Context: an optimization exercise on an open-source flow, tuned for small area, a short achievable clock period and few clock cycles per item. The choices shown serve that exercise and are no tape-out recipe.
RTL that was checked went through simulation tests only; none was proved equivalent to the original.
Function not checked in runs 2 and 3: the RTL went through the layout flow alone.
Power is estimated from default activity; no workload was simulated.

==> flow/constraint.sdc <==
create_clock -name core_clock -period 8.0 [get_ports {Clock_50}]
set_input_delay 1.6000 -clock core_clock [delete_from_list [all_inputs] [get_ports {Clock_50}]]
set_output_delay 1.6000 -clock core_clock [all_outputs]
set_load 0.01 [all_outputs]
==> flow/run.sh <==
#!/bin/bash
# synth_recipe.tcl (not shown) runs the flow's synth.tcl, then flattens the netlist and writes it again
# the make line also repeats each setting of config.mk as NAME=value (left out here)
make -C /OpenROAD-flow-scripts/flow DESIGN_CONFIG=/design/flow/config.mk WORK_HOME=/design/flow/orfs CLKGATE_MAP_FILE= SYNTH_SCRIPT=/design/flow/synth_recipe.tcl finish
==> flow/config.mk <==
export PLATFORM = sky130hd
export DESIGN_NAME = milestone_mac_array
export DESIGN_NICKNAME = milestone_mac_array
export VERILOG_FILES = /design/flow/design.v
export SDC_FILE = /design/flow/constraint.sdc
export NUM_CORES = 4
export LEC_CHECK = 0
export CAP_MARGIN = 20
export CORE_MARGIN = 2
export CORE_UTILIZATION = 40
export SETUP_SLACK_MARGIN = 4.5
export SLEW_MARGIN = 20
==> flow/design.v <==
module milestone_mac_array (
    input  logic         Clock_50,
    input  logic         Resetn,
    input  logic         start,
    input  logic         clear,
    input  logic [31:0]  init_value,
    input  logic         in_valid,
    output logic         in_ready,
    input  logic [47:0]  sample,
    input  logic [47:0]  coef,
    input  logic         subtract,
    output logic         out_valid,
    input  logic         out_ready,
    output logic [95:0]  acc_raw,
    output logic [23:0]  result,
    output logic         busy
);
    logic       busy_q;
    logic       acc_st_q;    
    logic       drain_q;     
    logic       fin_q;       
    logic       out_st_q;    
    logic [2:0] tap_cnt_q;
    logic accept;
    logic take;
    logic last_beat;
    logic resolve;           
    assign in_ready  = acc_st_q;
    assign out_valid = out_st_q;
    assign busy      = busy_q;
    assign accept    = in_valid && acc_st_q;
    assign take      = accept && !clear;
    assign last_beat = (tap_cnt_q == 3'd5);
    assign resolve   = fin_q || out_st_q;
    always_ff @(posedge Clock_50 or negedge Resetn) begin
        if (!Resetn) begin
            busy_q    <= 1'b0;
            acc_st_q  <= 1'b0;
            drain_q   <= 1'b0;
            fin_q     <= 1'b0;
            out_st_q  <= 1'b0;
            tap_cnt_q <= '0;
        end else if (clear || (out_st_q && out_ready)) begin
            busy_q    <= 1'b0;
            acc_st_q  <= 1'b0;
            drain_q   <= 1'b0;
            fin_q     <= 1'b0;
            out_st_q  <= 1'b0;
        end else if (!busy_q) begin
            if (start) begin
                busy_q    <= 1'b1;
                acc_st_q  <= 1'b1;
                tap_cnt_q <= '0;
            end
        end else begin
            drain_q <= 1'b0;
            fin_q   <= drain_q;
            if (fin_q) out_st_q <= 1'b1;
            if (accept) begin
                tap_cnt_q <= tap_cnt_q + 1'b1;
                if (last_beat) begin
                    acc_st_q <= 1'b0;
                    drain_q  <= 1'b1;
                end
            end
        end
    end
    for (genvar c = 0; c < 3; c++) begin : g_ch
        logic [16:0] bz;      
        logic [7:0]  one_d, two_d, neg_d;
        logic [15:0] a_in;
        logic [31:0] acc_s, acc_c;
        logic [31:0] sum;
        logic [7:0]  res_ch;
        logic        nz_q;
        assign bz   = {coef[c*16 +: 16], 1'b0};
        assign a_in = sample[c*16 +: 16];
        always_comb begin
            for (int j = 0; j < 8; j++) begin
                one_d[j] = take & (bz[2*j+1] ^ bz[2*j]);
                two_d[j] = take & ((bz[2*j+2] & ~bz[2*j+1] & ~bz[2*j]) |
                                   (~bz[2*j+2] & bz[2*j+1] & bz[2*j]));
                neg_d[j] = take & (bz[2*j+2] ^ subtract);
            end
        end
        logic [16:0] xd0;
        assign xd0 = (({17{one_d[0]}} & {a_in[15], a_in}) | ({17{two_d[0]}} & {a_in, 1'b0})) ^ {17{neg_d[0]}};
        logic u0, u1, u2, u3, u4, u5, u6, u7, u8, u9, u10, u11, u12, u13, u14, u15, u16, u17, u18, u19, u20, u21, u22, u23, u24, u25, u26, u27, u28, u29, u30, u31, u32, u33, u34, u35, u36, u37, u38, u39, u40, u41, u42, u43, u44, u45, u46, u47, u48, u49, u50, u51, u52, u53, u54, u55, u56, u57, u58, u59, u60, u61, u62, u63, u64, u65, u66, u67, u68, u69, u70, u71, u72, u73, u74, u75, u76, u77, u78, u79, u80, u81, u82, u83, u84, u85, u86, u87, u88, u89, u90, u91, u92, u93, u94, u95, u96, u97, u98, u99, u100, u101, u102, u103, u104, u105, u106, u107, u108, u109, u110, u111, u112, u113, u114, u115, u116, u117, u118, u119, u120, u121, u122, u123, u124, u125, u126, u127, u128, u129, u130, u131, u132, u133, u134, u135, u136, u137, u138, u139, u140, u141, u142, u143, u144, u145, u146, u147, u148, u149, u150, u151, u152, u153, u154, u155, u156, u157, u158, u159, u160, u161, u162, u163, u164, u165, u166, u167, u168, u169, u170, u171, u172, u173, u174, u175, u176, u177, u178, u179, u180, u181, u182, u183, u184, u185, u186, u187, u188, u189, u190, u191, u192, u193, u194, u195, u196, u197, u198, u199, u200, u201, u202, u203, u204, u205, u206, u207, u208, u209, u210, u211, u212, u213, u214, u215, u216, u217, u218, u219, u220, u221, u222, u223, u224, u225, u226, u227, u228, u229, u230, u231, u232, u233, u234, u235, u236, u237, u238, u239, u240, u241, u242, u243, u244, u245, u246, u247, u248, u249, u250, u251, u252, u253, u254, u255, u256, u257, u258, u259, u260, u261, u262, u263, u264, u265, u266, u267, u268, u269, u270, u271, u272, u273, u274, u275, u276, u277, u278, u279, u280, u281, u282, u283, u284, u285, u286, u287, u288, u289, u290, u291, u292, u293, u294, u295, u296, u297, u298, u299, u300, u301, u302, u303, u304, u305, u306, u307;
        logic [31:0] pr0_d, pr1_d, pr0_q, pr1_q;
        assign pr0_d = {1'b0, 1'b0, 1'b0, 1'b0, 1'b0, 1'b0, 1'b0, 1'b0, 1'b0, 1'b0, 1'b0, 1'b0, 1'b0, ~xd0[16], xd0[16], xd0[16], xd0[15], xd0[14], xd0[13], xd0[12], xd0[11], xd0[10], xd0[9], xd0[8], xd0[7], xd0[6], xd0[5], xd0[4], xd0[3], xd0[2], xd0[1], neg_d[0]};
        assign pr1_d = {1'b0, 1'b0, 1'b0, 1'b0, 1'b0, 1'b0, 1'b0, 1'b0, 1'b0, 1'b0, 1'b0, 1'b0, 1'b0, 1'b0, 1'b0, 1'b0, 1'b0, 1'b0, 1'b0, 1'b0, 1'b0, 1'b0, 1'b0, 1'b0, 1'b0, 1'b0, 1'b0, 1'b0, 1'b0, 1'b0, 1'b0, xd0[0]};
        logic [15:0] a;
        logic [7:1] one, two, neg;
        always_ff @(posedge Clock_50) begin
            a   <= a_in;
            one <= one_d[7:1];
            two <= two_d[7:1];
            neg <= neg_d[7:1];
            pr0_q <= pr0_d;
            pr1_q <= pr1_d;
        end
        logic [16:0] x1;
        assign x1 = (({17{one[1]}} & {a[15], a}) | ({17{two[1]}} & {a, 1'b0})) ^ {17{neg[1]}};
        logic [16:0] x2;
        assign x2 = (({17{one[2]}} & {a[15], a}) | ({17{two[2]}} & {a, 1'b0})) ^ {17{neg[2]}};
        logic [16:0] x3;
        assign x3 = (({17{one[3]}} & {a[15], a}) | ({17{two[3]}} & {a, 1'b0})) ^ {17{neg[3]}};
        logic [16:0] x4;
        assign x4 = (({17{one[4]}} & {a[15], a}) | ({17{two[4]}} & {a, 1'b0})) ^ {17{neg[4]}};
        logic [16:0] x5;
        assign x5 = (({17{one[5]}} & {a[15], a}) | ({17{two[5]}} & {a, 1'b0})) ^ {17{neg[5]}};
        logic [16:0] x6;
        assign x6 = (({17{one[6]}} & {a[15], a}) | ({17{two[6]}} & {a, 1'b0})) ^ {17{neg[6]}};
        logic [16:0] x7;
        assign x7 = (({17{one[7]}} & {a[15], a}) | ({17{two[7]}} & {a, 1'b0})) ^ {17{neg[7]}};
        logic t0, t1, t2, t3, t4, t5, t6, t7, t8, t9, t10, t11, t12, t13, t14, t15, t16, t17, t18, t19, t20, t21, t22, t23, t24, t25, t26, t27, t28, t29, t30, t31, t32, t33, t34, t35, t36, t37, t38, t39, t40, t41, t42, t43, t44, t45, t46, t47, t48, t49, t50, t51, t52, t53, t54, t55, t56, t57, t58, t59, t60, t61, t62, t63, t64, t65, t66, t67, t68, t69, t70, t71, t72, t73, t74, t75, t76, t77, t78, t79, t80, t81, t82, t83, t84, t85, t86, t87, t88, t89, t90, t91, t92, t93, t94, t95, t96, t97, t98, t99, t100, t101, t102, t103, t104, t105, t106, t107, t108, t109, t110, t111, t112, t113, t114, t115, t116, t117, t118, t119, t120, t121, t122, t123, t124, t125, t126, t127, t128, t129, t130, t131, t132, t133, t134, t135, t136, t137, t138, t139, t140, t141, t142, t143, t144, t145, t146, t147, t148, t149, t150, t151, t152, t153, t154, t155, t156, t157, t158, t159, t160, t161, t162, t163, t164, t165, t166, t167, t168, t169, t170, t171, t172, t173, t174, t175, t176, t177, t178, t179, t180, t181, t182, t183, t184, t185, t186, t187, t188, t189, t190, t191, t192, t193, t194, t195, t196, t197, t198, t199, t200, t201, t202, t203, t204, t205, t206, t207, t208, t209, t210, t211, t212, t213, t214, t215, t216, t217, t218, t219, t220, t221, t222, t223, t224, t225, t226, t227, t228, t229, t230, t231, t232, t233, t234, t235, t236, t237, t238, t239, t240, t241, t242, t243, t244, t245, t246, t247, t248, t249, t250, t251, t252, t253, t254, t255, t256, t257, t258, t259, t260, t261, t262, t263, t264, t265, t266, t267, t268, t269, t270, t271, t272, t273, t274, t275, t276, t277, t278, t279, t280, t281, t282, t283, t284, t285, t286, t287, t288, t289, t290, t291, t292, t293, t294, t295, t296, t297, t298, t299, t300, t301, t302, t303, t304, t305, t306, t307;
        assign t0 = acc_s[0] ^ acc_c[0] ^ pr0_q[0];
        assign t1 = (acc_s[0] & acc_c[0]) | (acc_s[0] & pr0_q[0]) | (acc_c[0] & pr0_q[0]);
        assign t2 = acc_s[1] ^ acc_c[1] ^ pr0_q[1];
        assign t3 = (acc_s[1] & acc_c[1]) | (acc_s[1] & pr0_q[1]) | (acc_c[1] & pr0_q[1]);
        assign t4 = acc_s[2] ^ acc_c[2] ^ pr0_q[2];
        assign t5 = (acc_s[2] & acc_c[2]) | (acc_s[2] & pr0_q[2]) | (acc_c[2] & pr0_q[2]);
        assign t6 = t3 ^ neg[1] ^ t4;
        assign t7 = (t3 & neg[1]) | (t3 & t4) | (neg[1] & t4);
        assign t8 = acc_s[3] ^ acc_c[3] ^ pr0_q[3];
        assign t9 = (acc_s[3] & acc_c[3]) | (acc_s[3] & pr0_q[3]) | (acc_c[3] & pr0_q[3]);
        assign t10 = t5 ^ t8 ^ x1[1];
        assign t11 = (t5 & t8) | (t5 & x1[1]) | (t8 & x1[1]);
        assign t12 = acc_s[4] ^ acc_c[4] ^ pr0_q[4];
        assign t13 = (acc_s[4] & acc_c[4]) | (acc_s[4] & pr0_q[4]) | (acc_c[4] & pr0_q[4]);
        assign t14 = t9 ^ neg[2] ^ t12;
        assign t15 = (t9 & neg[2]) | (t9 & t12) | (neg[2] & t12);
        assign t16 = x1[2] ^ x2[0] ^ t14;
        assign t17 = (x1[2] & x2[0]) | (x1[2] & t14) | (x2[0] & t14);
        assign t18 = acc_s[5] ^ acc_c[5] ^ pr0_q[5];
        assign t19 = (acc_s[5] & acc_c[5]) | (acc_s[5] & pr0_q[5]) | (acc_c[5] & pr0_q[5]);
        assign t20 = t13 ^ t18 ^ x1[3];
        assign t21 = (t13 & t18) | (t13 & x1[3]) | (t18 & x1[3]);
        assign t22 = x2[1] ^ t15 ^ t20;
        assign t23 = (x2[1] & t15) | (x2[1] & t20) | (t15 & t20);
        assign t24 = acc_s[6] ^ acc_c[6] ^ pr0_q[6];
        assign t25 = (acc_s[6] & acc_c[6]) | (acc_s[6] & pr0_q[6]) | (acc_c[6] & pr0_q[6]);
        assign t26 = t19 ^ neg[3] ^ t24;
        assign t27 = (t19 & neg[3]) | (t19 & t24) | (neg[3] & t24);
        assign t28 = x1[4] ^ x2[2] ^ x3[0];
        assign t29 = (x1[4] & x2[2]) | (x1[4] & x3[0]) | (x2[2] & x3[0]);
        assign t30 = t26 ^ t21 ^ t28;
        assign t31 = (t26 & t21) | (t26 & t28) | (t21 & t28);
        assign t32 = acc_s[7] ^ acc_c[7] ^ pr0_q[7];
        assign t33 = (acc_s[7] & acc_c[7]) | (acc_s[7] & pr0_q[7]) | (acc_c[7] & pr0_q[7]);
        assign t34 = t25 ^ t32 ^ x1[5];
        assign t35 = (t25 & t32) | (t25 & x1[5]) | (t32 & x1[5]);
        assign t36 = x2[3] ^ x3[1] ^ t27;
        assign t37 = (x2[3] & x3[1]) | (x2[3] & t27) | (x3[1] & t27);
        assign t38 = t29 ^ t34 ^ t36;
        assign t39 = (t29 & t34) | (t29 & t36) | (t34 & t36);
        assign t40 = acc_s[8] ^ acc_c[8] ^ pr0_q[8];
        assign t41 = (acc_s[8] & acc_c[8]) | (acc_s[8] & pr0_q[8]) | (acc_c[8] & pr0_q[8]);
        assign t42 = t33 ^ neg[4] ^ t40;
        assign t43 = (t33 & neg[4]) | (t33 & t40) | (neg[4] & t40);
        assign t44 = x1[6] ^ x2[4] ^ x3[2];
        assign t45 = (x1[6] & x2[4]) | (x1[6] & x3[2]) | (x2[4] & x3[2]);
        assign t46 = x4[0] ^ t42 ^ t35;
        assign t47 = (x4[0] & t42) | (x4[0] & t35) | (t42 & t35);
        assign t48 = t44 ^ t37 ^ t46;
        assign t49 = (t44 & t37) | (t44 & t46) | (t37 & t46);
        assign t50 = acc_s[9] ^ acc_c[9] ^ pr0_q[9];
        assign t51 = (acc_s[9] & acc_c[9]) | (acc_s[9] & pr0_q[9]) | (acc_c[9] & pr0_q[9]);
        assign t52 = t41 ^ t50 ^ x1[7];
        assign t53 = (t41 & t50) | (t41 & x1[7]) | (t50 & x1[7]);
        assign t54 = x2[5] ^ x3[3] ^ x4[1];
        assign t55 = (x2[5] & x3[3]) | (x2[5] & x4[1]) | (x3[3] & x4[1]);
        assign t56 = t43 ^ t45 ^ t52;
        assign t57 = (t43 & t45) | (t43 & t52) | (t45 & t52);
        assign t58 = t54 ^ t47 ^ t56;
        assign t59 = (t54 & t47) | (t54 & t56) | (t47 & t56);
        assign t60 = acc_s[10] ^ acc_c[10] ^ pr0_q[10];
        assign t61 = (acc_s[10] & acc_c[10]) | (acc_s[10] & pr0_q[10]) | (acc_c[10] & pr0_q[10]);
        assign t62 = t51 ^ neg[5] ^ t60;
        assign t63 = (t51 & neg[5]) | (t51 & t60) | (neg[5] & t60);
        assign t64 = x1[8] ^ x2[6] ^ x3[4];
        assign t65 = (x1[8] & x2[6]) | (x1[8] & x3[4]) | (x2[6] & x3[4]);
        assign t66 = x4[2] ^ x5[0] ^ t62;
        assign t67 = (x4[2] & x5[0]) | (x4[2] & t62) | (x5[0] & t62);
        assign t68 = t53 ^ t55 ^ t64;
        assign t69 = (t53 & t55) | (t53 & t64) | (t55 & t64);
        assign t70 = t66 ^ t57 ^ t68;
        assign t71 = (t66 & t57) | (t66 & t68) | (t57 & t68);
        assign t72 = acc_s[11] ^ acc_c[11] ^ pr0_q[11];
        assign t73 = (acc_s[11] & acc_c[11]) | (acc_s[11] & pr0_q[11]) | (acc_c[11] & pr0_q[11]);
        assign t74 = t61 ^ t72 ^ x1[9];
        assign t75 = (t61 & t72) | (t61 & x1[9]) | (t72 & x1[9]);
        assign t76 = x2[7] ^ x3[5] ^ x4[3];
        assign t77 = (x2[7] & x3[5]) | (x2[7] & x4[3]) | (x3[5] & x4[3]);
        assign t78 = x5[1] ^ t63 ^ t65;
        assign t79 = (x5[1] & t63) | (x5[1] & t65) | (t63 & t65);
        assign t80 = t74 ^ t76 ^ t67;
        assign t81 = (t74 & t76) | (t74 & t67) | (t76 & t67);
        assign t82 = t78 ^ t69 ^ t80;
        assign t83 = (t78 & t69) | (t78 & t80) | (t69 & t80);
        assign t84 = acc_s[12] ^ acc_c[12] ^ pr0_q[12];
        assign t85 = (acc_s[12] & acc_c[12]) | (acc_s[12] & pr0_q[12]) | (acc_c[12] & pr0_q[12]);
        assign t86 = t73 ^ neg[6] ^ t84;
        assign t87 = (t73 & neg[6]) | (t73 & t84) | (neg[6] & t84);
        assign t88 = x1[10] ^ x2[8] ^ x3[6];
        assign t89 = (x1[10] & x2[8]) | (x1[10] & x3[6]) | (x2[8] & x3[6]);
        assign t90 = x4[4] ^ x5[2] ^ x6[0];
        assign t91 = (x4[4] & x5[2]) | (x4[4] & x6[0]) | (x5[2] & x6[0]);
        assign t92 = t86 ^ t75 ^ t77;
        assign t93 = (t86 & t75) | (t86 & t77) | (t75 & t77);
        assign t94 = t88 ^ t90 ^ t79;
        assign t95 = (t88 & t90) | (t88 & t79) | (t90 & t79);
        assign t96 = t92 ^ t81 ^ t94;
        assign t97 = (t92 & t81) | (t92 & t94) | (t81 & t94);
        assign t98 = acc_s[13] ^ acc_c[13] ^ pr0_q[13];
        assign t99 = (acc_s[13] & acc_c[13]) | (acc_s[13] & pr0_q[13]) | (acc_c[13] & pr0_q[13]);
        assign t100 = t85 ^ t98 ^ x1[11];
        assign t101 = (t85 & t98) | (t85 & x1[11]) | (t98 & x1[11]);
        assign t102 = x2[9] ^ x3[7] ^ x4[5];
        assign t103 = (x2[9] & x3[7]) | (x2[9] & x4[5]) | (x3[7] & x4[5]);
        assign t104 = x5[3] ^ x6[1] ^ t87;
        assign t105 = (x5[3] & x6[1]) | (x5[3] & t87) | (x6[1] & t87);
        assign t106 = t89 ^ t91 ^ t100;
        assign t107 = (t89 & t91) | (t89 & t100) | (t91 & t100);
        assign t108 = t102 ^ t104 ^ t93;
        assign t109 = (t102 & t104) | (t102 & t93) | (t104 & t93);
        assign t110 = t106 ^ t95 ^ t108;
        assign t111 = (t106 & t95) | (t106 & t108) | (t95 & t108);
        assign t112 = acc_s[14] ^ acc_c[14] ^ pr0_q[14];
        assign t113 = (acc_s[14] & acc_c[14]) | (acc_s[14] & pr0_q[14]) | (acc_c[14] & pr0_q[14]);
        assign t114 = t99 ^ neg[7] ^ t112;
        assign t115 = (t99 & neg[7]) | (t99 & t112) | (neg[7] & t112);
        assign t116 = x1[12] ^ x2[10] ^ x3[8];
        assign t117 = (x1[12] & x2[10]) | (x1[12] & x3[8]) | (x2[10] & x3[8]);
        assign t118 = x4[6] ^ x5[4] ^ x6[2];
        assign t119 = (x4[6] & x5[4]) | (x4[6] & x6[2]) | (x5[4] & x6[2]);
        assign t120 = x7[0] ^ t114 ^ t101;
        assign t121 = (x7[0] & t114) | (x7[0] & t101) | (t114 & t101);
        assign t122 = t103 ^ t116 ^ t118;
        assign t123 = (t103 & t116) | (t103 & t118) | (t116 & t118);
        assign t124 = t105 ^ t120 ^ t107;
        assign t125 = (t105 & t120) | (t105 & t107) | (t120 & t107);
        assign t126 = t122 ^ t109 ^ t124;
        assign t127 = (t122 & t109) | (t122 & t124) | (t109 & t124);
        assign t128 = acc_s[15] ^ acc_c[15] ^ pr0_q[15];
        assign t129 = (acc_s[15] & acc_c[15]) | (acc_s[15] & pr0_q[15]) | (acc_c[15] & pr0_q[15]);
        assign t130 = t113 ^ t128 ^ x1[13];
        assign t131 = (t113 & t128) | (t113 & x1[13]) | (t128 & x1[13]);
        assign t132 = x2[11] ^ x3[9] ^ x4[7];
        assign t133 = (x2[11] & x3[9]) | (x2[11] & x4[7]) | (x3[9] & x4[7]);
        assign t134 = x5[5] ^ x6[3] ^ x7[1];
        assign t135 = (x5[5] & x6[3]) | (x5[5] & x7[1]) | (x6[3] & x7[1]);
        assign t136 = t115 ^ t117 ^ t119;
        assign t137 = (t115 & t117) | (t115 & t119) | (t117 & t119);
        assign t138 = t130 ^ t132 ^ t134;
        assign t139 = (t130 & t132) | (t130 & t134) | (t132 & t134);
        assign t140 = t121 ^ t136 ^ t123;
        assign t141 = (t121 & t136) | (t121 & t123) | (t136 & t123);
        assign t142 = t138 ^ t125 ^ t140;
        assign t143 = (t138 & t125) | (t138 & t140) | (t125 & t140);
        assign t144 = acc_s[16] ^ acc_c[16] ^ pr0_q[16];
        assign t145 = (acc_s[16] & acc_c[16]) | (acc_s[16] & pr0_q[16]) | (acc_c[16] & pr0_q[16]);
        assign t146 = t129 ^ t144 ^ x1[14];
        assign t147 = (t129 & t144) | (t129 & x1[14]) | (t144 & x1[14]);
        assign t148 = x2[12] ^ x3[10] ^ x4[8];
        assign t149 = (x2[12] & x3[10]) | (x2[12] & x4[8]) | (x3[10] & x4[8]);
        assign t150 = x5[6] ^ x6[4] ^ x7[2];
        assign t151 = (x5[6] & x6[4]) | (x5[6] & x7[2]) | (x6[4] & x7[2]);
        assign t152 = t131 ^ t133 ^ t135;
        assign t153 = (t131 & t133) | (t131 & t135) | (t133 & t135);
        assign t154 = t146 ^ t148 ^ t150;
        assign t155 = (t146 & t148) | (t146 & t150) | (t148 & t150);
        assign t156 = t137 ^ t152 ^ t139;
        assign t157 = (t137 & t152) | (t137 & t139) | (t152 & t139);
        assign t158 = t154 ^ t141 ^ t156;
        assign t159 = (t154 & t141) | (t154 & t156) | (t141 & t156);
        assign t160 = acc_s[17] ^ acc_c[17] ^ pr0_q[17];
        assign t161 = (acc_s[17] & acc_c[17]) | (acc_s[17] & pr0_q[17]) | (acc_c[17] & pr0_q[17]);
        assign t162 = t145 ^ t160 ^ x1[15];
        assign t163 = (t145 & t160) | (t145 & x1[15]) | (t160 & x1[15]);
        assign t164 = x2[13] ^ x3[11] ^ x4[9];
        assign t165 = (x2[13] & x3[11]) | (x2[13] & x4[9]) | (x3[11] & x4[9]);
        assign t166 = x5[7] ^ x6[5] ^ x7[3];
        assign t167 = (x5[7] & x6[5]) | (x5[7] & x7[3]) | (x6[5] & x7[3]);
        assign t168 = t147 ^ t149 ^ t151;
        assign t169 = (t147 & t149) | (t147 & t151) | (t149 & t151);
        assign t170 = t162 ^ t164 ^ t166;
        assign t171 = (t162 & t164) | (t162 & t166) | (t164 & t166);
        assign t172 = t153 ^ t168 ^ t155;
        assign t173 = (t153 & t168) | (t153 & t155) | (t168 & t155);
        assign t174 = t170 ^ t157 ^ t172;
        assign t175 = (t170 & t157) | (t170 & t172) | (t157 & t172);
        assign t176 = acc_s[18] ^ acc_c[18] ^ pr0_q[18];
        assign t177 = (acc_s[18] & acc_c[18]) | (acc_s[18] & pr0_q[18]) | (acc_c[18] & pr0_q[18]);
        assign t178 = t161 ^ t176 ^ ~x1[16];
        assign t179 = (t161 & t176) | (t161 & ~x1[16]) | (t176 & ~x1[16]);
        assign t180 = x2[14] ^ x3[12] ^ x4[10];
        assign t181 = (x2[14] & x3[12]) | (x2[14] & x4[10]) | (x3[12] & x4[10]);
        assign t182 = x5[8] ^ x6[6] ^ x7[4];
        assign t183 = (x5[8] & x6[6]) | (x5[8] & x7[4]) | (x6[6] & x7[4]);
        assign t184 = t163 ^ t165 ^ t167;
        assign t185 = (t163 & t165) | (t163 & t167) | (t165 & t167);
        assign t186 = t178 ^ t180 ^ t182;
        assign t187 = (t178 & t180) | (t178 & t182) | (t180 & t182);
        assign t188 = t169 ^ t184 ^ t171;
        assign t189 = (t169 & t184) | (t169 & t171) | (t184 & t171);
        assign t190 = t186 ^ t173 ^ t188;
        assign t191 = (t186 & t173) | (t186 & t188) | (t173 & t188);
        assign t192 = ~(acc_s[19]);
        assign t193 = acc_c[19] ^ t192 ^ t177;
        assign t194 = (acc_c[19] & t192) | (acc_c[19] & t177) | (t192 & t177);
        assign t195 = x2[15] ^ x3[13] ^ x4[11];
        assign t196 = (x2[15] & x3[13]) | (x2[15] & x4[11]) | (x3[13] & x4[11]);
        assign t197 = x5[9] ^ x6[7] ^ x7[5];
        assign t198 = (x5[9] & x6[7]) | (x5[9] & x7[5]) | (x6[7] & x7[5]);
        assign t199 = t193 ^ t179 ^ t181;
        assign t200 = (t193 & t179) | (t193 & t181) | (t179 & t181);
        assign t201 = t183 ^ t195 ^ t197;
        assign t202 = (t183 & t195) | (t183 & t197) | (t195 & t197);
        assign t203 = t185 ^ t199 ^ t187;
        assign t204 = (t185 & t199) | (t185 & t187) | (t199 & t187);
        assign t205 = t201 ^ t189 ^ t203;
        assign t206 = (t201 & t189) | (t201 & t203) | (t189 & t203);
        assign t207 = acc_s[20] ^ acc_c[20] ^ (acc_s[19]);
        assign t208 = (acc_s[20] & acc_c[20]) | (acc_s[20] & (acc_s[19])) | (acc_c[20] & (acc_s[19]));
        assign t209 = t207 ^ ~x2[16] ^ x3[14];
        assign t210 = (t207 & ~x2[16]) | (t207 & x3[14]) | (~x2[16] & x3[14]);
        assign t211 = x4[12] ^ x5[10] ^ x6[8];
        assign t212 = (x4[12] & x5[10]) | (x4[12] & x6[8]) | (x5[10] & x6[8]);
        assign t213 = x7[6] ^ t194 ^ t196;
        assign t214 = (x7[6] & t194) | (x7[6] & t196) | (t194 & t196);
        assign t215 = t198 ^ t209 ^ t211;
        assign t216 = (t198 & t209) | (t198 & t211) | (t209 & t211);
        assign t217 = t200 ^ t213 ^ t202;
        assign t218 = (t200 & t213) | (t200 & t202) | (t213 & t202);
        assign t219 = t215 ^ t204 ^ t217;
        assign t220 = (t215 & t204) | (t215 & t217) | (t204 & t217);
        assign t221 = ~(acc_s[21]);
        assign t222 = acc_c[21] ^ t221 ^ t208;
        assign t223 = (acc_c[21] & t221) | (acc_c[21] & t208) | (t221 & t208);
        assign t224 = x3[15] ^ x4[13] ^ x5[11];
        assign t225 = (x3[15] & x4[13]) | (x3[15] & x5[11]) | (x4[13] & x5[11]);
        assign t226 = x6[9] ^ x7[7] ^ t222;
        assign t227 = (x6[9] & x7[7]) | (x6[9] & t222) | (x7[7] & t222);
        assign t228 = t210 ^ t212 ^ t224;
        assign t229 = (t210 & t212) | (t210 & t224) | (t212 & t224);
        assign t230 = t226 ^ t214 ^ t216;
        assign t231 = (t226 & t214) | (t226 & t216) | (t214 & t216);
        assign t232 = t228 ^ t218 ^ t230;
        assign t233 = (t228 & t218) | (t228 & t230) | (t218 & t230);
        assign t234 = acc_s[22] ^ acc_c[22] ^ (acc_s[21]);
        assign t235 = (acc_s[22] & acc_c[22]) | (acc_s[22] & (acc_s[21])) | (acc_c[22] & (acc_s[21]));
        assign t236 = t234 ^ ~x3[16] ^ x4[14];
        assign t237 = (t234 & ~x3[16]) | (t234 & x4[14]) | (~x3[16] & x4[14]);
        assign t238 = x5[12] ^ x6[10] ^ x7[8];
        assign t239 = (x5[12] & x6[10]) | (x5[12] & x7[8]) | (x6[10] & x7[8]);
        assign t240 = t223 ^ t225 ^ t236;
        assign t241 = (t223 & t225) | (t223 & t236) | (t225 & t236);
        assign t242 = t238 ^ t227 ^ t229;
        assign t243 = (t238 & t227) | (t238 & t229) | (t227 & t229);
        assign t244 = t240 ^ t231 ^ t242;
        assign t245 = (t240 & t231) | (t240 & t242) | (t231 & t242);
        assign t246 = ~(acc_s[23]);
        assign t247 = acc_c[23] ^ t246 ^ t235;
        assign t248 = (acc_c[23] & t246) | (acc_c[23] & t235) | (t246 & t235);
        assign t249 = x4[15] ^ x5[13] ^ x6[11];
        assign t250 = (x4[15] & x5[13]) | (x4[15] & x6[11]) | (x5[13] & x6[11]);
        assign t251 = x7[9] ^ t247 ^ t237;
        assign t252 = (x7[9] & t247) | (x7[9] & t237) | (t247 & t237);
        assign t253 = t239 ^ t249 ^ t251;
        assign t254 = (t239 & t249) | (t239 & t251) | (t249 & t251);
        assign t255 = t241 ^ t243 ^ t253;
        assign t256 = (t241 & t243) | (t241 & t253) | (t243 & t253);
        assign t257 = acc_s[24] ^ acc_c[24] ^ (acc_s[23]);
        assign t258 = (acc_s[24] & acc_c[24]) | (acc_s[24] & (acc_s[23])) | (acc_c[24] & (acc_s[23]));
        assign t259 = t257 ^ ~x4[16] ^ x5[14];
        assign t260 = (t257 & ~x4[16]) | (t257 & x5[14]) | (~x4[16] & x5[14]);
        assign t261 = x6[12] ^ x7[10] ^ t248;
        assign t262 = (x6[12] & x7[10]) | (x6[12] & t248) | (x7[10] & t248);
        assign t263 = t250 ^ t259 ^ t261;
        assign t264 = (t250 & t259) | (t250 & t261) | (t259 & t261);
        assign t265 = t252 ^ t263 ^ t254;
        assign t266 = (t252 & t263) | (t252 & t254) | (t263 & t254);
        assign t267 = ~(acc_s[25]);
        assign t268 = acc_c[25] ^ t267 ^ t258;
        assign t269 = (acc_c[25] & t267) | (acc_c[25] & t258) | (t267 & t258);
        assign t270 = x5[15] ^ x6[13] ^ x7[11];
        assign t271 = (x5[15] & x6[13]) | (x5[15] & x7[11]) | (x6[13] & x7[11]);
        assign t272 = t268 ^ t260 ^ t270;
        assign t273 = (t268 & t260) | (t268 & t270) | (t260 & t270);
        assign t274 = t262 ^ t272 ^ t264;
        assign t275 = (t262 & t272) | (t262 & t264) | (t272 & t264);
        assign t276 = acc_s[26] ^ acc_c[26] ^ (acc_s[25]);
        assign t277 = (acc_s[26] & acc_c[26]) | (acc_s[26] & (acc_s[25])) | (acc_c[26] & (acc_s[25]));
        assign t278 = t276 ^ ~x5[16] ^ x6[14];
        assign t279 = (t276 & ~x5[16]) | (t276 & x6[14]) | (~x5[16] & x6[14]);
        assign t280 = x7[12] ^ t269 ^ t271;
        assign t281 = (x7[12] & t269) | (x7[12] & t271) | (t269 & t271);
        assign t282 = t278 ^ t280 ^ t273;
        assign t283 = (t278 & t280) | (t278 & t273) | (t280 & t273);
        assign t284 = ~(acc_s[27]);
        assign t285 = acc_c[27] ^ t284 ^ t277;
        assign t286 = (acc_c[27] & t284) | (acc_c[27] & t277) | (t284 & t277);
        assign t287 = x6[15] ^ x7[13] ^ t285;
        assign t288 = (x6[15] & x7[13]) | (x6[15] & t285) | (x7[13] & t285);
        assign t289 = t279 ^ t287 ^ t281;
        assign t290 = (t279 & t287) | (t279 & t281) | (t287 & t281);
        assign t291 = acc_s[28] ^ acc_c[28] ^ (acc_s[27]);
        assign t292 = (acc_s[28] & acc_c[28]) | (acc_s[28] & (acc_s[27])) | (acc_c[28] & (acc_s[27]));
        assign t293 = t291 ^ ~x6[16] ^ x7[14];
        assign t294 = (t291 & ~x6[16]) | (t291 & x7[14]) | (~x6[16] & x7[14]);
        assign t295 = t286 ^ t293 ^ t288;
        assign t296 = (t286 & t293) | (t286 & t288) | (t293 & t288);
        assign t297 = ~(acc_s[29]);
        assign t298 = acc_c[29] ^ t297 ^ t292;
        assign t299 = (acc_c[29] & t297) | (acc_c[29] & t292) | (t297 & t292);
        assign t300 = x7[15] ^ t298 ^ t294;
        assign t301 = (x7[15] & t298) | (x7[15] & t294) | (t298 & t294);
        assign t302 = acc_s[30] ^ acc_c[30] ^ (acc_s[29]);
        assign t303 = (acc_s[30] & acc_c[30]) | (acc_s[30] & (acc_s[29])) | (acc_c[30] & (acc_s[29]));
        assign t304 = t302 ^ ~x7[16] ^ t299;
        assign t305 = (t302 & ~x7[16]) | (t302 & t299) | (~x7[16] & t299);
        assign t306 = ~(acc_s[31]);
        assign t307 = acc_c[31] ^ t306 ^ t303;
        logic [31:0] tree_s, tree_c;
        assign tree_s = {t307, t304, t300, t295, t283, t282, t274, t256, t245, t233, t220, t206, t191, t175, t159, t143, t127, t111, t97, t83, t71, t59, t49, t39, t31, t23, t17, t11, t7, x1[0], t1, pr1_q[0]};
        assign tree_c = {t305, t301, t296, t290, t289, t275, t266, t265, t255, t244, t232, t219, t205, t190, t174, t158, t142, t126, t110, t96, t82, t70, t58, t48, t38, t30, t22, t16, t10, t6, t2, t0};
        logic [31:0] cp_g0, cp_p0;
        assign cp_g0 = acc_s & acc_c;
        assign cp_p0 = acc_s ^ acc_c;
        logic cp_G0, cp_P0;
        assign cp_G0 = cp_g0[1] | (cp_p0[1] & cp_g0[0]);
        assign cp_P0 = cp_p0[1] & cp_p0[0];
        logic cp_G1, cp_P1;
        assign cp_G1 = cp_g0[3] | (cp_p0[3] & cp_g0[2]);
        assign cp_P1 = cp_p0[3] & cp_p0[2];
        logic cp_G2, cp_P2;
        assign cp_G2 = cp_g0[5] | (cp_p0[5] & cp_g0[4]);
        assign cp_P2 = cp_p0[5] & cp_p0[4];
        logic cp_G3, cp_P3;
        assign cp_G3 = cp_g0[7] | (cp_p0[7] & cp_g0[6]);
        assign cp_P3 = cp_p0[7] & cp_p0[6];
        logic cp_G4, cp_P4;
        assign cp_G4 = cp_g0[9] | (cp_p0[9] & cp_g0[8]);
        assign cp_P4 = cp_p0[9] & cp_p0[8];
        logic cp_G5, cp_P5;
        assign cp_G5 = cp_g0[11] | (cp_p0[11] & cp_g0[10]);
        assign cp_P5 = cp_p0[11] & cp_p0[10];
        logic cp_G6, cp_P6;
        assign cp_G6 = cp_g0[13] | (cp_p0[13] & cp_g0[12]);
        assign cp_P6 = cp_p0[13] & cp_p0[12];
        logic cp_G7, cp_P7;
        assign cp_G7 = cp_g0[15] | (cp_p0[15] & cp_g0[14]);
        assign cp_P7 = cp_p0[15] & cp_p0[14];
        logic cp_G8, cp_P8;
        assign cp_G8 = cp_g0[17] | (cp_p0[17] & cp_g0[16]);
        assign cp_P8 = cp_p0[17] & cp_p0[16];
        logic cp_G9, cp_P9;
        assign cp_G9 = cp_g0[19] | (cp_p0[19] & cp_g0[18]);
        assign cp_P9 = cp_p0[19] & cp_p0[18];
        logic cp_G10, cp_P10;
        assign cp_G10 = cp_g0[21] | (cp_p0[21] & cp_g0[20]);
        assign cp_P10 = cp_p0[21] & cp_p0[20];
        logic cp_G11, cp_P11;
        assign cp_G11 = cp_g0[23] | (cp_p0[23] & cp_g0[22]);
        assign cp_P11 = cp_p0[23] & cp_p0[22];
        logic cp_G12, cp_P12;
        assign cp_G12 = cp_g0[25] | (cp_p0[25] & cp_g0[24]);
        assign cp_P12 = cp_p0[25] & cp_p0[24];
        logic cp_G13, cp_P13;
        assign cp_G13 = cp_g0[27] | (cp_p0[27] & cp_g0[26]);
        assign cp_P13 = cp_p0[27] & cp_p0[26];
        logic cp_G14, cp_P14;
        assign cp_G14 = cp_g0[29] | (cp_p0[29] & cp_g0[28]);
        assign cp_P14 = cp_p0[29] & cp_p0[28];
        logic cp_G15, cp_P15;
        assign cp_G15 = cp_g0[31] | (cp_p0[31] & cp_g0[30]);
        assign cp_P15 = cp_p0[31] & cp_p0[30];
        logic cp_G16, cp_P16;
        assign cp_G16 = cp_G1 | (cp_P1 & cp_G0);
        assign cp_P16 = cp_P1 & cp_P0;
        logic cp_G17, cp_P17;
        assign cp_G17 = cp_G3 | (cp_P3 & cp_G2);
        assign cp_P17 = cp_P3 & cp_P2;
        logic cp_G18, cp_P18;
        assign cp_G18 = cp_G5 | (cp_P5 & cp_G4);
        assign cp_P18 = cp_P5 & cp_P4;
        logic cp_G19, cp_P19;
        assign cp_G19 = cp_G7 | (cp_P7 & cp_G6);
        assign cp_P19 = cp_P7 & cp_P6;
        logic cp_G20, cp_P20;
        assign cp_G20 = cp_G9 | (cp_P9 & cp_G8);
        assign cp_P20 = cp_P9 & cp_P8;
        logic cp_G21, cp_P21;
        assign cp_G21 = cp_G11 | (cp_P11 & cp_G10);
        assign cp_P21 = cp_P11 & cp_P10;
        logic cp_G22, cp_P22;
        assign cp_G22 = cp_G13 | (cp_P13 & cp_G12);
        assign cp_P22 = cp_P13 & cp_P12;
        logic cp_G23, cp_P23;
        assign cp_G23 = cp_G15 | (cp_P15 & cp_G14);
        assign cp_P23 = cp_P15 & cp_P14;
        logic cp_G24, cp_P24;
        assign cp_G24 = cp_G17 | (cp_P17 & cp_G16);
        assign cp_P24 = cp_P17 & cp_P16;
        logic cp_G25, cp_P25;
        assign cp_G25 = cp_G19 | (cp_P19 & cp_G18);
        assign cp_P25 = cp_P19 & cp_P18;
        logic cp_G26, cp_P26;
        assign cp_G26 = cp_G21 | (cp_P21 & cp_G20);
        assign cp_P26 = cp_P21 & cp_P20;
        logic cp_G27, cp_P27;
        assign cp_G27 = cp_G23 | (cp_P23 & cp_G22);
        assign cp_P27 = cp_P23 & cp_P22;
        logic cp_G28, cp_P28;
        assign cp_G28 = cp_G25 | (cp_P25 & cp_G24);
        assign cp_P28 = cp_P25 & cp_P24;
        logic cp_G29, cp_P29;
        assign cp_G29 = cp_G27 | (cp_P27 & cp_G26);
        assign cp_P29 = cp_P27 & cp_P26;
        logic cp_G30, cp_P30;
        assign cp_G30 = cp_G29 | (cp_P29 & cp_G28);
        assign cp_P30 = cp_P29 & cp_P28;
        logic cp_G31, cp_P31;
        assign cp_G31 = cp_G26 | (cp_P26 & cp_G28);
        assign cp_P31 = cp_P26 & cp_P28;
        logic cp_G32, cp_P32;
        assign cp_G32 = cp_G18 | (cp_P18 & cp_G24);
        assign cp_P32 = cp_P18 & cp_P24;
        logic cp_G33, cp_P33;
        assign cp_G33 = cp_G20 | (cp_P20 & cp_G28);
        assign cp_P33 = cp_P20 & cp_P28;
        logic cp_G34, cp_P34;
        assign cp_G34 = cp_G22 | (cp_P22 & cp_G31);
        assign cp_P34 = cp_P22 & cp_P31;
        logic cp_G35, cp_P35;
        assign cp_G35 = cp_G2 | (cp_P2 & cp_G16);
        assign cp_P35 = cp_P2 & cp_P16;
        logic cp_G36, cp_P36;
        assign cp_G36 = cp_G4 | (cp_P4 & cp_G24);
        assign cp_P36 = cp_P4 & cp_P24;
        logic cp_G37, cp_P37;
        assign cp_G37 = cp_G6 | (cp_P6 & cp_G32);
        assign cp_P37 = cp_P6 & cp_P32;
        logic cp_G38, cp_P38;
        assign cp_G38 = cp_G8 | (cp_P8 & cp_G28);
        assign cp_P38 = cp_P8 & cp_P28;
        logic cp_G39, cp_P39;
        assign cp_G39 = cp_G10 | (cp_P10 & cp_G33);
        assign cp_P39 = cp_P10 & cp_P33;
        logic cp_G40, cp_P40;
        assign cp_G40 = cp_G12 | (cp_P12 & cp_G31);
        assign cp_P40 = cp_P12 & cp_P31;
        logic cp_G41, cp_P41;
        assign cp_G41 = cp_G14 | (cp_P14 & cp_G34);
        assign cp_P41 = cp_P14 & cp_P34;
        logic cp_G42, cp_P42;
        assign cp_G42 = cp_g0[2] | (cp_p0[2] & cp_G0);
        assign cp_P42 = cp_p0[2] & cp_P0;
        logic cp_G43, cp_P43;
        assign cp_G43 = cp_g0[4] | (cp_p0[4] & cp_G16);
        assign cp_P43 = cp_p0[4] & cp_P16;
        logic cp_G44, cp_P44;
        assign cp_G44 = cp_g0[6] | (cp_p0[6] & cp_G35);
        assign cp_P44 = cp_p0[6] & cp_P35;
        logic cp_G45, cp_P45;
        assign cp_G45 = cp_g0[8] | (cp_p0[8] & cp_G24);
        assign cp_P45 = cp_p0[8] & cp_P24;
        logic cp_G46, cp_P46;
        assign cp_G46 = cp_g0[10] | (cp_p0[10] & cp_G36);
        assign cp_P46 = cp_p0[10] & cp_P36;
        logic cp_G47, cp_P47;
        assign cp_G47 = cp_g0[12] | (cp_p0[12] & cp_G32);
        assign cp_P47 = cp_p0[12] & cp_P32;
        logic cp_G48, cp_P48;
        assign cp_G48 = cp_g0[14] | (cp_p0[14] & cp_G37);
        assign cp_P48 = cp_p0[14] & cp_P37;
        logic cp_G49, cp_P49;
        assign cp_G49 = cp_g0[16] | (cp_p0[16] & cp_G28);
        assign cp_P49 = cp_p0[16] & cp_P28;
        logic cp_G50, cp_P50;
        assign cp_G50 = cp_g0[18] | (cp_p0[18] & cp_G38);
        assign cp_P50 = cp_p0[18] & cp_P38;
        logic cp_G51, cp_P51;
        assign cp_G51 = cp_g0[20] | (cp_p0[20] & cp_G33);
        assign cp_P51 = cp_p0[20] & cp_P33;
        logic cp_G52, cp_P52;
        assign cp_G52 = cp_g0[22] | (cp_p0[22] & cp_G39);
        assign cp_P52 = cp_p0[22] & cp_P39;
        logic cp_G53, cp_P53;
        assign cp_G53 = cp_g0[24] | (cp_p0[24] & cp_G31);
        assign cp_P53 = cp_p0[24] & cp_P31;
        logic cp_G54, cp_P54;
        assign cp_G54 = cp_g0[26] | (cp_p0[26] & cp_G40);
        assign cp_P54 = cp_p0[26] & cp_P40;
        logic cp_G55, cp_P55;
        assign cp_G55 = cp_g0[28] | (cp_p0[28] & cp_G34);
        assign cp_P55 = cp_p0[28] & cp_P34;
        logic cp_G56, cp_P56;
        assign cp_G56 = cp_g0[30] | (cp_p0[30] & cp_G41);
        assign cp_P56 = cp_p0[30] & cp_P41;
        logic cp_c16;
        assign cp_c16 = cp_G28;
        assign sum = {cp_p0[31] ^ cp_G56, cp_p0[30] ^ cp_G41, cp_p0[29] ^ cp_G55, cp_p0[28] ^ cp_G34, cp_p0[27] ^ cp_G54, cp_p0[26] ^ cp_G40, cp_p0[25] ^ cp_G53, cp_p0[24] ^ cp_G31, cp_p0[23] ^ cp_G52, cp_p0[22] ^ cp_G39, cp_p0[21] ^ cp_G51, cp_p0[20] ^ cp_G33, cp_p0[19] ^ cp_G50, cp_p0[18] ^ cp_G38, cp_p0[17] ^ cp_G49, cp_p0[16] ^ cp_G28, cp_p0[15] ^ cp_G48, cp_p0[14] ^ cp_G37, cp_p0[13] ^ cp_G47, cp_p0[12] ^ cp_G32, cp_p0[11] ^ cp_G46, cp_p0[10] ^ cp_G36, cp_p0[9] ^ cp_G45, cp_p0[8] ^ cp_G24, cp_p0[7] ^ cp_G44, cp_p0[6] ^ cp_G35, cp_p0[5] ^ cp_G43, cp_p0[4] ^ cp_G16, cp_p0[3] ^ cp_G42, cp_p0[2] ^ cp_G0, cp_p0[1] ^ cp_g0[0], cp_p0[0]};
        logic [31:0] alt_s;
        logic        keep_tree;
        assign keep_tree = busy_q && !resolve;
        assign alt_s     = busy_q ? sum : init_value;
        always_ff @(posedge Clock_50) begin
            acc_s <= keep_tree ? tree_s : alt_s;
            acc_c <= keep_tree ? tree_c : 32'd0;
        end
        always_ff @(posedge Clock_50) begin
            nz_q <= !((cp_p0[16] == cp_c16) &&
                      ((cp_p0[30:17] ~^ (acc_s[29:16] | acc_c[29:16])) == '1));
        end
        always_comb begin
            res_ch = acc_s[15:8];
            if (acc_s[31]) begin
                res_ch = '0;
            end else if (nz_q) begin
                res_ch = '1;
            end
        end
        assign acc_raw[c*32 +: 32] = acc_s;
        assign result[c*8 +: 8]    = res_ch;
    end
endmodule
==> run summary, run 1 <==
* Status: timing/DRC/antenna clean
* Vias in the first global route at 26940
* WP buf/inv at 1
* Antenna viol nets, final at 0
* VDD IR max at 0.0001499 V
* Met1 usage at 0.3480
* Max-slew headroom at the worst pin at 0.1913
* Top_reg_cell synth: dfxtp_1
* Setup TNS at 0 ns
* DRT iter0 DRCs at 2427
* Hold depth at 2
* Reg2reg path depth at 10
* Die Width at 299.8 um
* Yosys top cell by area: fa_1
* Critical path type: flip-flop to output port
* Total number of vias at 26750
* IO Pins at 258
* Site row count at 108
* Clock latency (worst-skew pair) at 0.61 ns
* Met3 Usage GRT at 0.05000
* Share of cells above drive strength 1 at 0.06841
* Post-synth EDFFs at 0
* Top post-synthesis cells by count: inv_1 (531), fa_1 (498), xnor2_1 (432), dfxtp_1 (363), a22oi_1 (315)
* Slew Viols, Final at 0
* Distinct cells, synth at 49
* IO buf count at 257
* PwrDens at 293.8 nW/um2
* Highest Clock Rate at 0.2905 GHz
* Crit start category: flip-flop
* Gr usage total at 0.2466
* Reg2Reg Setup Slack at 4.59 ns
* Max-Cap Viols at 0
* Starting Density at 0.4035
* First-pass GRT wire length at 169700 um
* DP HPWL at 84280 um
* Slew at the pin closest to its max-slew limit at 1.211 ns
* Largest net degree at the start of global routing at 82
* TritonCTS clock tree: built
* Hold Crit Class: flip-flop to flip-flop
* Fill count at 8359
* Final setup fails at 0
* Post-Syn Area at 35000 um2
* CP endpoint kind: output port
* GRT met2 Usage at 0.3913
* Nets@finish at 4678
* Via density at 5.241
* Slowest Stage Delay on Critical Path at 0.65 ns
* Critical path's top delay family: buffers and inverters
* Worst Path Max Fanout at 4
* Fin crit period at 3.442 ns
* Initial antenna violation count at 9
* DIE HEIGHT at 299.8 um
* Final worst slack at 4.558 ns
* Top-count cell post-synth: inv_1
* Routed WL at 110300 um
* Crit path depth at 1
* Slowest cell on the critical path: clkdlybuf4s50_1
* Root Buffer: clkbuf_16
* Dpl ws at 4.129 ns
* Synthesized netlist net count at 4603
* H-tree level count at 2
* Avg WL per Cell at 21.62 um
* RSZ-0062 raised after global routing: false
* Area contributors post-synth: fa_1 (28%), dfxtp_1 (21%), xnor2_1 (11%)
* Die area at 89900 um2
* Req. time, crit path at 6.40 ns
* Ys async rst share at 0.02156
* Core Footprint at 86750 um2
* Pleak at 0.01673 uW
* Synth top area share at 0.2848
* Cts bufs inserted at 46
* Critical path arrival at 1.84 ns
* Cells after Synth at 3836
* CP cell instances: clkdlybuf4s50_1
* GPL Wtd Cong at 0.8762
* Syn. warnings at 1
* Clock Skew at 0.03722 ns
* Area Overhead vs Synth at 14.44%
* Clock transition at the registers of the reported paths at 0.06 ns
* Post-synthesis sequential area ratio at 0.2133
* GRT busiest layer: met2
* Iteration count of the initial detailed-routing pass at 6
* Synthesized area per cell at 9.125 um2
* Grt total ovfl at 0
* Fin. Hold Viols at 0
* Clock tree buffer depth at 3
* # DRC at 0
* Clk sinks at 371
* Tcrit/Tclk final at 0.4303
* Number of synthesized register bits at 371
-- worst register-to-register path, stage by stage, from the launching register on --
cell and delay, ns:
dfxtp_1 0.31, buf_4 0.26, inv_2 0.18, xnor2_1 0.24, fa_1 0.47, fa_1 0.55, inv_1 0.06, fa_1 0.54
inv_1 0.06, fa_1 0.46, and3_1 0.17
-- power breakdown --
| part | internal [uW] | leakage [uW] | switching, uW |
|---|---|---|---|
| registers | 2260 | 0.00313 | 675 |
| clock network | 1240 | 0.000730 | 886 |
| logic | 3110 | 0.0129 | 3600 |
-- final timing paths --
check,from,to
setup / recovery,g_ch[2].acc_s[20],acc_raw[84]
hold / removal,g_ch[2].pr1_q,g_ch[2].acc_s[0]
setup reg to reg,g_ch[0].neg[3],g_ch[0].acc_c[23]
hold reg to reg,g_ch[2].pr1_q,g_ch[2].acc_s[0]
max in group asynchronous,Resetn,busy_q
min in group asynchronous,Resetn,acc_st_q
-- flip-flops by register name, summed over array words and instances, names as in the netlist, 21 cells and up --
register and count:
g_ch.a 48, g_ch.acc_s 96, g_ch.neg 21, g_ch.two 21, g_ch.pr0_q 54, g_ch.one 21, g_ch.acc_c 96
-- cell families after synthesis --
group,share of synthesized area
compound gates,0.1316
buf+inv,0.08789
mux,0.001466
xor+xnor,0.1366
fa+ha+maj,0.3327
flops,0.2133
simple gates,0.09637
-- placed cells by master, fill, tap and decap left out, drive strengths merged, types with 3 or more instances in the layout --
cell and count:
clkbuf 66, dfxtp 363, clkdlybuf4s50 249, ha 134, o21a 3, a21boi 3, dlymetal6s2s 5, a21o 25
nand4 15, nor3 6, o21bai 5, or4 3, a21oi 170, nand2 214, bufinv 3, nand3 53
dfrtp 8, mux2i 4, nand2b 48, a31oi 4, a22oi 315, and3 95, and4 3, xnor2 432
nor2 278, xor2 114, buf 39, clkinvlp 5, fa 498, o211ai 6, o21ai 174, inv 545
and2 6, nor2b 21, a211oi 5, clkinv 8
-- per-stage QoR --
step | utilization | power [uW] | hold slack (ns) | cells | cell area, um2
after global routing | 0.4617 | 12980 | 0.4737 | 5102 | 40060
final | 0.4618 | 11770 | 0.4492 | 5103 | 40060
after floorplan | - | 7373 | 0.4014 | 3836 | 35000
after detailed placement | 0.4411 | 9651 | 0.4323 | 5015 | 38270
after CTS | 0.4602 | 11860 | 0.4477 | 5101 | 39920
after global placement | 0.4411 | 9496 | 0.4261 | 5015 | 38270
-- repair_timing --
action,4_1_cts,5_1_grt
pin swaps,1,3
setup buffers,2,1
resized for setup,71,82
endpoints found under the setup margin,100,89
hold buffers,0,0
-- routing by layer --
layer	vias to the layer above	wire length [um]	part of all wire
met5	-	13	0.00012
met4	2	2508	0.023
met3	133	9208	0.083
met2	1036	50180	0.45
met1	13250	48440	0.44
li1	12320	-	-
-- area by class of cell --
type	count	area [um2]	area share
clock inverters	18	211.5	0.005279
repair buffers	295	2873	0.07171
multi-input cells	2654	24530	0.6125
well taps	1155	1445	0.03608
diodes	1	2.502	0.00006247
inverters	543	2038	0.05088
clock buffers	66	1306	0.03261
flip-flops and latches	371	7647	0.1909
Testbench counts, summed over its fixed seeds: cycles 24,000, items 2,400.
==> inputs of run 2 (changes only) <==
--- a/flow/design.v
+++ b/flow/design.v
@@ -606,4 +606,4 @@
         logic        keep_tree;
-        assign keep_tree = busy_q && !resolve;
-        assign alt_s     = busy_q ? sum : init_value;
+        assign keep_tree = acc_st_q || drain_q;    
+        assign alt_s     = resolve ? sum : init_value;
         always_ff @(posedge Clock_50) begin
==> flow/flow/run.sh (new file) <==
#!/bin/bash
# Standard layout, with the port buffers made from buf_4 cells instead of the
# default choice (a slow delay buffer) so that input and output paths are short.
set -euo pipefail
echo "export BUFFER_PORTS_ARGS = -buffer_cell sky130_fd_sc_hd__buf_4" >> "$FLOW_CONFIG"
bash standard.sh > standard.log 2>&1
==> flow/standard.sh (new file) <==
#!/bin/bash
# synth_recipe.tcl (not shown) runs the flow's synth.tcl, then flattens the netlist and writes it again
# the make line also repeats each setting of config.mk as NAME=value (left out here)
make -C /OpenROAD-flow-scripts/flow DESIGN_CONFIG=/design/flow/config.mk WORK_HOME=/design/flow/orfs CLKGATE_MAP_FILE= SYNTH_SCRIPT=/design/flow/synth_recipe.tcl "${@:-finish}"
--- a/flow/config.mk
+++ b/flow/config.mk
@@ -10,3 +10,4 @@
 export CORE_UTILIZATION = 40
-export SETUP_SLACK_MARGIN = 4.5
+export SETUP_SLACK_MARGIN = 4.8
 export SLEW_MARGIN = 20
+export BUFFER_PORTS_ARGS = -buffer_cell sky130_fd_sc_hd__buf_4
removed: flow/run.sh
==> run 2 against run 1 <==
Against the previous run: synthesized area is 0.29% lower; via count is 0.65% lower; sequential power is 14% lower; critical path depth is 7 higher; maximum frequency is 5.9% higher; total power is 20% lower; non-clock buffer count is 79 higher; clock skew is 0.019 ns lower; setup slack better by 0.19 ns; global-route usage is 0.65 points lower.
==> run summary, run 2 <==
* Status: timing/DRC/antenna clean
* Placed Area at 37460 um2
* Met3 Usage GRT at 0.04443
* Clock Skew at 0.01872 ns
* Synthesized netlist net count at 4546
* DP HPWL at 81340 um
* Worst setup path start: g_ch[2].acc_s[14]
* RR Startpoint: g_ch[2].acc_s[14]
* Max-slew headroom at the worst pin at 0.2833
* Routed WL at 107800 um
* Area Overhead vs Synth at 17.11%
* Starting Density at 0.4030
* CP endpoint kind: flip-flop
* Reg area at 8013 um2
* Clock transition at the registers of the reported paths at 0.06 ns
* H-tree level count at 2
* Met1 usage at 0.3263
* Vias in the first global route at 26990
* Tcrit/Tclk final at 0.4062
* RR Endpoint: g_ch[2].acc_c[14]
* Clock tree buffer depth at 3
* Antenna viol nets, final at 0
* Core Footprint at 86620 um2
* Critical path's top delay family: adder cells
* Most frequent cells in the layout: inv_1 (511), fa_1 (442), xnor2_1 (413), buf_4 (365), a22oi_1 (305)
* Site row count at 108
* Die Width at 299.4 um
* Synth Area in Simple Gates at 0.09388
* Nets@finish at 4715
* Share of cells above drive strength 1 at 0.1924
* Distinct cells, synth at 47
* VDD IR max at 0.0001488 V
* Worst Setup EP: g_ch[2].acc_c[14]
* Fill count at 8222
* RSZ-0062 raised after global routing: true
* GRT busiest layer: met2
* Number of synthesized register bits at 371
* Post-route cell area at 40880 um2
* Synth top area share at 0.2856
* Non-Filler Instances at 5141
* Critical path type: flip-flop to flip-flop
* Top_reg_cell synth: dfxtp_1
* Pleak at 0.01724 uW
* Final setup fails at 0
* Final worst slack at 4.751 ns
* Req. time, crit path at 8.49 ns
* Reg2reg path depth at 8
* Hold Buf Count CTS at 0
* Slowest cell on the critical path: fa_1
* Root Buffer: clkbuf_16
* Clock latency (worst-skew pair) at 0.61 ns
* Area of the multi-input gates at 24860 um2
* Grt total ovfl at 0
* Area contributors post-synth: fa_1 (29%), dfxtp_1 (21%), xnor2_1 (10%)
* Via density at 5.169
* PwrDens at 231.2 nW/um2
* CP cell instances: inv_4 > fa_2 > fa_1 > fa_1 > inv_2 > fa_2 > fa_2 > and2_4
* Clk sinks at 371
* Highest Clock Rate at 0.3078 GHz
* Cells after Synth at 3779
* Antenna Cells at 0
* Post-synth EDFFs at 0
* Critical path arrival at 3.74 ns
* Worst Path Max Fanout at 2
* Crit path depth at 8
* First-pass GRT wire length at 164600 um
* Post-synthesis sequential area ratio at 0.2139
* Compound-Gate Fraction of Synth Area at 0.1335
* TritonCTS clock tree: built
* Cts bufs inserted at 49
* Slew Viols, Final at 0
* DRT iter0 DRCs at 2131
* Mux cell area share after synthesis at 0.001470
* GPL Wtd Cong at 0.8859
* Avg WL per Cell at 20.97 um
* # DRC at 0
* Util after Layout at 0.4719
* IO buf count at 257
* IO Pins at 258
* DIE HEIGHT at 299.4 um
* Syn. warnings at 1
* Reg2Reg Setup Slack at 4.75 ns
* Slew at the pin closest to its max-slew limit at 1.075 ns
* Commonest non-fill, non-tap cell in the layout: inv_1
* WP buf/inv at 2
* Crit start category: flip-flop
* Critical path's most frequent cell: fa_2
* Hold Crit Class: flip-flop to flip-flop
* Cells after DPL at 4954
* Initial antenna violation count at 4
* Dpl ws at 4.183 ns
* Gr usage total at 0.2401
* Largest net degree at the start of global routing at 102
* Synthesized area per cell at 9.236 um2
* Main combinational cell family by area after synthesis: adder cells
* Max-Cap Viols at 0
* Fin crit period at 3.249 ns
* Post-Syn Area at 34900 um2
* Adder-Cell Fraction of Synth Area at 0.3337
* Fin. Hold Viols at 0
* Top Registers: g_ch.acc_c (96), g_ch.acc_s (96), g_ch.pr0_q (54)
* Yosys top cell by area: fa_1
* Die area at 89640 um2
* Slowest Stage Delay on Critical Path at 0.58 ns
* Total number of vias at 26570
* Top-count cell post-synth: inv_1
* GRT met2 Usage at 0.3781
* Top post-synthesis cells by count: inv_1 (531), fa_1 (498), xnor2_1 (414), dfxtp_1 (363), a22oi_1 (315)
* Ys async rst share at 0.02156
* XOR/XNOR Fraction of Synth Area at 0.1370
* Setup TNS at 0 ns
* Iteration count of the initial detailed-routing pass at 5
==> run 2: through the flow <==
step | hold WS [ns] | total power, uW
3_5_place_dp | 0.4158 | 6978
2_1_floorplan | 0.4014 | 5554
3_3_place_gp | 0.4159 | 6934
6_report | 0.4274 | 9451
5_1_grt | 0.4603 | 10310
4_1_cts | 0.4296 | 9424
==> run 2: kinds of logic after synthesis <==
group,count (synthesis)
xor gates and xnor gates,546
DFF,371
adders and majority gates,632
buffers and inverters,799
AOI/OAI and AO/OA,707
and+or+nand+nor,719
muxes,5
==> run 2: final cells by class <==
class | count | area share
clock buffer | 62 | 0.03242
clock inverter | 27 | 0.008203
inverter | 543 | 0.05029
multi-input combinational | 2609 | 0.6081
sequential | 371 | 0.1960
tap | 1155 | 0.03535
timing repair buffer | 374 | 0.06964
==> run 2: how the worst min path moves through the flow <==
stage                     slack [ns]               end          start  cells after the start
final                           0.43  g_ch[1].acc_s[0]  g_ch[1].pr1_q                      2
after global routing            0.46  g_ch[1].acc_s[0]  g_ch[1].pr1_q                      2
after CTS                       0.43  g_ch[1].acc_s[0]  g_ch[1].pr1_q                      2
after global placement          0.42  g_ch[2].acc_s[0]  g_ch[2].pr1_q                      2
after floorplan                 0.40  g_ch[0].acc_s[0]  g_ch[0].pr1_q                      2
after detailed placement        0.42  g_ch[1].acc_s[0]  g_ch[1].pr1_q                      2
==> run 2: power by group <==
part / internal (uW) / switching [uW]
sequential: 2110 / 406
combinational: 2080 / 2540
clock: 1380 / 938
total: 5570 / 3880
==> run 2: per-layer routing <==
metal	wire length, um	up-vias	part of all wire
li1	-	12260	-
met1	46190	13240	0.43
met2	49520	906	0.46
met3	7495	166	0.070
met4	4618	0	0.043
met5	0	-	0
==> run 2: repair_timing <==
item | CTS | global route
buffers inserted | 17 | 81
pin swaps | 39 | 102
endpoints found under the setup margin | 127 | 100
resized for setup | 258 | 205
==> run 2: worst min-delay path, cell delays in order, from the launching register on <==
cell,delay (ns)
dfxtp_1,0.30
nand2_1,0.04
o21ai_0,0.05
==> inputs of run 3 (changes only) <==
--- a/flow/config.mk
+++ b/flow/config.mk
@@ -10,3 +10,3 @@
 export CORE_UTILIZATION = 40
-export SETUP_SLACK_MARGIN = 4.8
+export SETUP_SLACK_MARGIN = 5.0
 export SLEW_MARGIN = 20
==> run 3 against run 2 <==
Against the previous run: clock skew about the same; synthesized cell count unchanged; critical path type unchanged; final area up 8.4%; die area unchanged; first-iteration DRC count up 9.3%.
==> run summary, run 3 <==
* Area contributors post-synth: fa_1 (29%), dfxtp_1 (21%), xnor2_1 (10%)
* Largest net degree at the start of global routing at 224
* Setup TNS at 0 ns
* Clock tree buffer depth at 3
* Cell internal pwr at 5662 uW
* Iteration count of the initial detailed-routing pass at 7
* Die Width at 299.4 um
* Req. time, crit path at 8.47 ns
* Post-Syn Area at 34900 um2
* RSZ-0062 raised after global routing: true
* Critical path arrival at 3.68 ns
* IO Pins at 258
* Gr usage total at 0.2409
* Fin. Hold Viols at 0
* Post-synth EDFFs at 0
* Max-slew headroom at the worst pin at 0.2177
* DRT iter0 DRCs at 2330
* Util after Layout at 0.5114
* Synthesized netlist net count at 4546
* Combinational Power Share at 0.513
* DP HPWL at 80890 um
* CP endpoint kind: flip-flop
* Hold Crit Class: flip-flop to flip-flop
* Syn. warnings at 1
* Die area at 89640 um2
* Yosys top cell by area: fa_1
* Nets@finish at 4951
* Initial antenna violation count at 9
* Sw power at 3935 uW
* Site row count at 108
* Avg WL per Cell at 21.06 um
* Clock transition at the registers of the reported paths at 0.06 ns
* Synthesized area per cell at 9.236 um2
* Antenna viol nets, final at 0
* Final worst slack at 4.792 ns
* IO buf count at 257
* Cells after Synth at 3779
* Adder-Cell Fraction of Synth Area at 0.3337
* Top post-synthesis cells by count: inv_1 (531), fa_1 (498), xnor2_1 (414), dfxtp_1 (363), a22oi_1 (315)
* PwrDens at 216.6 nW/um2
* Critical path type: flip-flop to flip-flop
* Vias in the first global route at 27320
* XOR/XNOR Fraction of Synth Area at 0.1370
* # DRC at 0
* Total number of vias at 27900
* Share of cells above drive strength 1 at 0.3268
* Mux cell area share after synthesis at 0.001470
* Grt total ovfl at 0
* Cts bufs inserted at 46
* Status: timing/DRC/antenna clean
* Max-Cap Viols at 0
* Reg2Reg Setup Slack at 4.79 ns
* Via density at 5.190
* Antenna Cells at 0
* Clk sinks at 371
* Hold Buf Count CTS at 0
* Most frequent cells in the layout: buf_4 (541), inv_1 (443), xnor2_1 (375), fa_1 (356), nor2_1 (238)
* Highest Clock Rate at 0.3117 GHz
* Starting Density at 0.4030
* Number of synthesized register bits at 371
* Area Overhead vs Synth at 26.91%
* Root Buffer: clkbuf_16
* Top-count cell post-synth: inv_1
* Overall power at 9596 uW
* Clock Skew at 0.01845 ns
* Sequential power share at 0.260
* Post-synthesis sequential area ratio at 0.2139
* TritonCTS clock tree: built
* Top_reg_cell synth: dfxtp_1
* Main combinational cell family by area after synthesis: adder cells
* VDD IR max at 0.0001521 V
* Crit start category: flip-flop
* H-tree level count at 2
* Synth Area in Simple Gates at 0.09388
* Clock power frac at 0.227
* Core Footprint at 86620 um2
* Top Registers: g_ch.acc_c (96), g_ch.acc_s (96), g_ch.pr0_q (54)
* GPL Wtd Cong at 0.8953
* Compound-Gate Fraction of Synth Area at 0.1335
* Dpl ws at 4.154 ns
* Slew at the pin closest to its max-slew limit at 1.169 ns
* DIE HEIGHT at 299.4 um
* Commonest non-fill, non-tap cell in the layout: buf_4
* Synth top area share at 0.2856
* Fin crit period at 3.208 ns
* Routed WL at 113200 um
* Ys async rst share at 0.02156
* First-pass GRT wire length at 165500 um
* Distinct cells, synth at 47
* Clock latency (worst-skew pair) at 0.59 ns
* Slew Viols, Final at 0
* Final setup fails at 0
* Worst Path Max Fanout at 2
* Pleak at 0.01869 uW
* Tcrit/Tclk final at 0.4010
* Switching part of the total at 0.4100
run 3: worst max-delay path, stage by stage (launching register included):
cell     delay (ns)
dfxtp_4        0.37
inv_4          0.04
fa_1           0.51
fa_2           0.46
fa_1           0.53
inv_1          0.05
fa_2           0.54
fa_2           0.44
and2_1         0.15
run 3: power groups by stage:
stage          registers, uW  logic [uW]  clock network [uW]
6_report                2500        4920                2180
5_1_grt                 2540        5650                2290
4_1_cts                 2520        4690                2220
3_5_place_dp            2600        4420                   0
3_3_place_gp            2590        4340                   0
2_1_floorplan           2430        3170                   0
run 3: repair_timing:
item | CTS | global route
setup endpoints to repair | 150 | 178
gates cloned | 0 | 1
buffers inserted | 119 | 218
pin swaps | 129 | 234
resized for setup | 424 | 403
run 3: path summary, 6_finish.rpt:
path | startpoint | endpoint | cells past startpoint
max in group asynchronous | Resetn | out_st_q | 1
min in group asynchronous | Resetn | tap_cnt_q[2] | 1
min | g_ch[1].pr1_q | g_ch[1].acc_s[0] | 2
max | g_ch[2].acc_s[14] | g_ch[2].acc_c[14] | 8
min reg2reg | g_ch[1].pr1_q | g_ch[1].acc_s[0] | 2
max reg2reg | g_ch[2].acc_s[14] | g_ch[2].acc_c[14] | 8
run 3: per-stage QoR:
stage          instance area, um2  std cells  hold slack, ns
2_1_floorplan               35750       3779          0.4014
3_3_place_gp                37810       4952          0.4128
3_5_place_dp                37820       4953          0.4168
4_1_cts                     41290       5156          0.4296
5_1_grt                     44300       5375          0.4436
6_report                    44300       5375          0.4273
run 3: cells by family after synthesis:
| group | Yosys count |
|---|---|
| compound gates | 707 |
| flops | 371 |
| buf+inv | 799 |
| fa+ha+maj | 632 |
| xor+xnor | 546 |
| mux | 5 |
| simple gates | 719 |
run 3: cell type report:
class / count / area, um2
fillers: 7873 / 42320
clock inverters: 21 / 220.2
inverters: 543 / 2078
clock buffers: 63 / 1346
multi-input cells: 2609 / 26150
well taps: 1155 / 1445
repair buffers: 613 / 4960
flip-flops and latches: 371 / 8095
run 3: routing by layer:
layer / GRT usage / vias to the layer above / wire length (um)
li1: - / 12760 / -
met1: 0.3246 / 13890 / 47190
met2: 0.3768 / 1035 / 52300
met3: 0.04820 / 218 / 8312
met4: 0.1040 / 0 / 5397
met5: 0 / - / 0

==> port drivers added, routing unchanged <==
In the flow no input, the clock included, has a driving cell. The finished layouts below were timed again as built, in two steps. Step 1 assumes that a clkbuf_16 drives the clock port and a buf_2 every other input. Step 2, shift: input delay + t, output delay - t, t = (earliest + latest rising clock arrival at the registers) / 2. This alone moves slack from input paths to output paths. Three values: ideal ports, drivers, drivers and shift; two values: the first two.
run	shift t [ns]	slack for setup (ns)	worst register clock-pin slew, ns
run 1	0.651	4.558 / 4.495 / 4.155	0.06 / 0.06
run 2	0.667	4.751 / 4.751 / 4.424	0.07 / 0.07
run 3	0.651	4.792 / 4.792 / 4.679	0.06 / 0.06
After both steps setup and hold are still met in every run listed. For run 1, which loses most, drivers alone change the setup slack by -0.063 ns; drivers and shift together by -0.403 ns.
